This design comes from an exercise in tuning for small area, a short achievable clock period and few clock cycles on the open sky130 flow, not from production work. At most, simulation tests tie the RTL to the original design; equivalence was not proved. Power figures rest on the tool's default switching activity, not on a simulated workload.

## try-nickel
==> flow/design.v (excerpt) <==
module ooo_core
(
	input  logic                   clk,
	input  logic                   rst_n,
	input  logic                   issue,
	input  logic [3:0]             op,
	input  logic [$clog2(8)-1:0]  rs1,
	input  logic [$clog2(8)-1:0]  rs2,
	input  logic [$clog2(8)-1:0]  rd,
	input  logic [16-1:0] imm,
	output logic                   dispatch_stall,
	output logic                   commit_valid,
	output logic [$clog2(8)-1:0]  commit_rd,
	output logic [16-1:0] commit_data
);
For scale: about 700 cells after synthesis, ~200 flip-flops, ~53 I/O pins, ~8700 um2 of cells after synthesis.
export LEC_CHECK = 0
export CAP_MARGIN = 20
export CORE_MARGIN = 2
export CORE_UTILIZATION = 40
export PLACE_DENSITY = 0.6
export SLEW_MARGIN = 20
create_clock -name core_clock -period 14.0 [get_ports {clk}]
standard.sh (not shown) runs the stock make flow with config.mk's settings and CLKGATE_MAP_FILE= SYNTH_SCRIPT=/design/flow/synth_recipe.tcl, a recipe that flattens the netlist after the stock synthesis.
==> flow/flow/run.sh <==
#!/bin/bash
# The standard layout, with the resizer asked to repair setup timing to a
# margin beyond the clock period, so that it sizes the critical paths.
set -euo pipefail
bash standard.sh SETUP_SLACK_MARGIN=10.5 finish > orfs_make.log 2>&1
Edits applied to the flow inputs when going from try-nickel to try-indigo:
diff --git a/flow/flow/run.sh b/flow/flow/run.sh
--- a/flow/flow/run.sh
+++ b/flow/flow/run.sh
@@ -5 +5 @@
-bash standard.sh SETUP_SLACK_MARGIN=10.5 finish > orfs_make.log 2>&1
+bash standard.sh SETUP_SLACK_MARGIN=10.0 finish > orfs_make.log 2>&1
==> notes.md <==
From try-nickel to try-indigo the numbers moved as follows: fraction of met2 tracks used by global routing has decreased; top achievable clock speed has decreased; data required time of the critical path has decreased.
try-indigo | status: complete | timing, DRC, antenna: pass
try-nickel and try-indigo ended up with nearly the same number of ports placed on the die boundary.
## Diff of input files: try-umber against try-indigo
==> flow/run.sh (new file) <==
#!/bin/bash
# synth_recipe.tcl (not shown) runs the flow's synth.tcl, then flattens the netlist and writes it again
# the make line also repeats each setting of config.mk as NAME=value (left out here)
make -C /OpenROAD-flow-scripts/flow DESIGN_CONFIG=/design/flow/config.mk WORK_HOME=/design/flow/orfs CLKGATE_MAP_FILE= SYNTH_SCRIPT=/design/flow/synth_recipe.tcl finish
removed: flow/flow/run.sh
removed: flow/standard.sh
--- outcome ---
Looking at start point of the critical path, the written[0] result is from try-indigo; the written[6] one comes from try-umber. Global-route usage of try-umber is on par with try-indigo. Remaining design rule violation count: try-umber vs try-indigo identical. Maximum cell stage delay along the critical path: try-umber > try-indigo. [compare] base=try-indigo new=try-umber: maximum frequency has decreased; power in combinational cells shrank by 4.5%.
No run of this note included a check of the RTL's function; only the layout flow was run.

ooo_core, a different RTL version from the one above (not shown whole).
Size: about 730 cells after synthesis, ~190 flip-flops, about 53 I/O pins, about 8700 µm² of cells after synthesis.
export LEC_CHECK = 0
export CAP_MARGIN = 20
export CORE_MARGIN = 2
export CORE_UTILIZATION = 40
export PLACE_DENSITY = 0.6
export SLEW_MARGIN = 20
create_clock -name core_clock -period 14.0 [get_ports {clk}]
==> flow/flow/run.sh <==
#!/bin/bash
# The standard layout (standard.sh runs the standard flow's own ORFS make), with the
# resizer asked to repair setup timing to a margin beyond the clock period,
# so that it sizes the critical paths, and the ports buffered with a small
# buffer that the resizer upsizes where timing needs it.
set -euo pipefail
bash standard.sh SETUP_SLACK_MARGIN=10.2 'BUFFER_PORTS_ARGS=-buffer_cell sky130_fd_sc_hd__buf_1' finish > orfs_make.log 2>&1
Change:
--- a/flow/flow/run.sh
+++ b/flow/flow/run.sh
@@ -7 +7 @@
-bash standard.sh SETUP_SLACK_MARGIN=10.2 'BUFFER_PORTS_ARGS=-buffer_cell sky130_fd_sc_hd__buf_1' finish > orfs_make.log 2>&1
+bash standard.sh SETUP_SLACK_MARGIN=10.5 'BUFFER_PORTS_ARGS=-buffer_cell sky130_fd_sc_hd__buf_1' finish > orfs_make.log 2>&1
Die area does not change.
Total power goes up by a few percent.
Core utilization rises by 2.3 points.
Synthesized cell count does not change.
Clock power increases slightly.
Synthesized area does not change.
Non-clock buffer count grows by 14.
Design area grows by a few percent.
Register-to-register slack gets better by 0.10 ns.
Via count came out higher by a few percent.
Worst setup slack is better by 0.10 ns.
Function was not checked in any run of this note: the RTL went through the layout flow alone.

maple:
ooo_core, a different RTL version from the one above (not shown whole).
Size: roughly 720 cells after synthesis, roughly 190 flip-flops, about 8600 sq um of cells after synthesis.
Design ooo_core, start of the top module:
module ooo_core
(
	input  logic                   clk,
	input  logic                   rst_n,
	input  logic                   issue,
	input  logic [3:0]             op,
	input  logic [$clog2(8)-1:0]  rs1,
	input  logic [$clog2(8)-1:0]  rs2,
	input  logic [$clog2(8)-1:0]  rd,
	input  logic [16-1:0] imm,
	output logic                   dispatch_stall,
	output logic                   commit_valid,
	output logic [$clog2(8)-1:0]  commit_rd,
	output logic [16-1:0] commit_data
);
clock: 14.0 ns
lec_check: 0
cap_margin: 20
core_margin: 2
core_utilization: 70
place_density: 0.8
slew_margin: 20
==> flow/flow/run.sh <==
#!/bin/bash
# The standard layout (standard.sh runs the standard flow's own ORFS make), with the
# resizer asked to repair setup timing to a margin beyond the clock period,
# so that it sizes the critical paths, and the ports buffered with a small
# buffer that the resizer upsizes where timing needs it.
set -euo pipefail
bash standard.sh SETUP_SLACK_MARGIN=10.3 'BUFFER_PORTS_ARGS=-buffer_cell sky130_fd_sc_hd__buf_1' 'CTS_ARGS=-sink_clustering_enable -repair_clock_nets -dont_use_dummy_load -root_buf sky130_fd_sc_hd__clkbuf_16 -buf_list sky130_fd_sc_hd__clkbuf_8 -sink_clustering_size 12 -sink_clustering_max_diameter 50' 'RECOVER_POWER=100' finish > orfs_make.log 2>&1
Final checks on maple, whose flow otherwise completed, came back failing, citing capacitance limit, slew limit.
Testbench counts of maple, summed over its fixed seeds: cycles 24,016.
Modified inputs, xenon compared to maple
==> flow/flow/run.sh <==
#!/bin/bash
# The standard layout (standard.sh runs the standard flow's own ORFS make), with the
# resizer asked to repair setup timing to a margin beyond the clock period,
# so that it sizes the critical paths, and the ports buffered with a small
# buffer that the resizer upsizes where timing needs it.
set -euo pipefail
bash standard.sh SETUP_SLACK_MARGIN=10.3 'BUFFER_PORTS_ARGS=-buffer_cell sky130_fd_sc_hd__buf_1' 'CTS_ARGS=-sink_clustering_enable -repair_clock_nets -dont_use_dummy_load -root_buf sky130_fd_sc_hd__clkbuf_16 -buf_list sky130_fd_sc_hd__clkbuf_8 -sink_clustering_size 12 -sink_clustering_max_diameter 50' finish > orfs_make.log 2>&1
[summary]
Looking across maple and xenon, the single run that reached the end with no open violations was xenon.
Summary of xenon over maple: worst hold slack across all endpoints was more or less identical, data required time of the critical path now smaller, sequential cell area in the final layout held.
Area overhead of the layout relative to synthesis: xenon vs maple up 2.1 points
The number of DRC markers in iteration 0 of xenon was inferior to that of maple.
xenon vs. maple: switching part of the total power rose 0.23 points, share of power burned in combinational logic now sits higher, maximum frequency now sits higher.
[inputs] lagoon vs xenon
Settings: swapping 0.8 for 0.6 in PLACE_DENSITY; swapping 70 for 40 in CORE_UTILIZATION.
==> flow/flow/run.sh <==
#!/bin/bash
# The standard layout (standard.sh runs the standard flow's own ORFS make), with the
# resizer asked to repair setup timing to a margin beyond the clock period,
# so that it sizes the critical paths, and the ports buffered with a small
# buffer that the resizer upsizes where timing needs it.
set -euo pipefail
bash standard.sh SETUP_SLACK_MARGIN=10.3 'BUFFER_PORTS_ARGS=-buffer_cell sky130_fd_sc_hd__buf_1' 'CTS_ARGS=-sink_clustering_enable -repair_clock_nets -dont_use_dummy_load -root_buf sky130_fd_sc_hd__clkbuf_16 -buf_list sky130_fd_sc_hd__clkbuf_8' finish > orfs_make.log 2>&1
==> notes.md <==
- Looking at via count across both flows, lagoon is the stronger of the two, with xenon trailing.
- Delta (lagoon minus xenon): sequential share of layout area shows a reduction of 0.97 points; final wirelength shows an increase of about 1.7%; area overhead of the layout relative to synthesis shows an increase of 2.2 points.

what the ideal ports hide:
The results above use ideal ports. As a check the final layouts listed here were re-extracted and re-timed, cells and wires unchanged.
Step 1 assumes that a clkbuf_16 drives the clock port and a buf_2 every other input.
Step 2 moves the port delays by t, midway between the first and last clock arrival at a register: inputs arrive t later, outputs are due t later. That takes back most of the time a late clock gives input paths.
Three values: ideal ports, drivers, drivers and shift; two values: the first two.
| run | t (ns) | setup WS [ns] | latest minus earliest clock arrival (ns) | worst register clock-pin slew, ns | cell pins on the clock port's net |
|---|---|---|---|---|---|
| try-nickel | 0.478 | 10.098 / 10.098 / 10.089 | 0.012 / 0.012 | 0.08 / 0.08 | 1 |
| try-indigo | 0.479 | 10.083 / 10.053 / 10.009 | 0.013 / 0.013 | 0.08 / 0.08 | 1 |
| try-umber | 0.481 | 9.357 / 9.357 / 9.357 | 0.013 / 0.012 | 0.08 / 0.08 | 1 |
| the first run of note 2 | 0.480 | 10.224 / 10.224 / 9.760 | 0.010 / 0.011 | 0.08 / 0.08 | 1 |
| the second run of note 2 | 0.485 | 10.325 / 10.278 / 10.044 | 0.014 / 0.014 | 0.08 / 0.08 | 1 |
| maple | 0.420 | 9.306 / 9.306 / 9.306 | 0.031 / 0.031 | 0.09 / 0.09 | 1 |
| xenon | 0.420 | 10.327 / 10.285 / 10.019 | 0.032 / 0.032 | 0.09 / 0.09 | 1 |
| lagoon | 0.429 | 10.336 / 10.289 / 10.080 | 0.057 / 0.057 | 0.13 / 0.13 | 1 |
The setup slack of the first run of note 2, which loses most, moves by 0.000 ns with the drivers and by -0.464 ns with both steps.
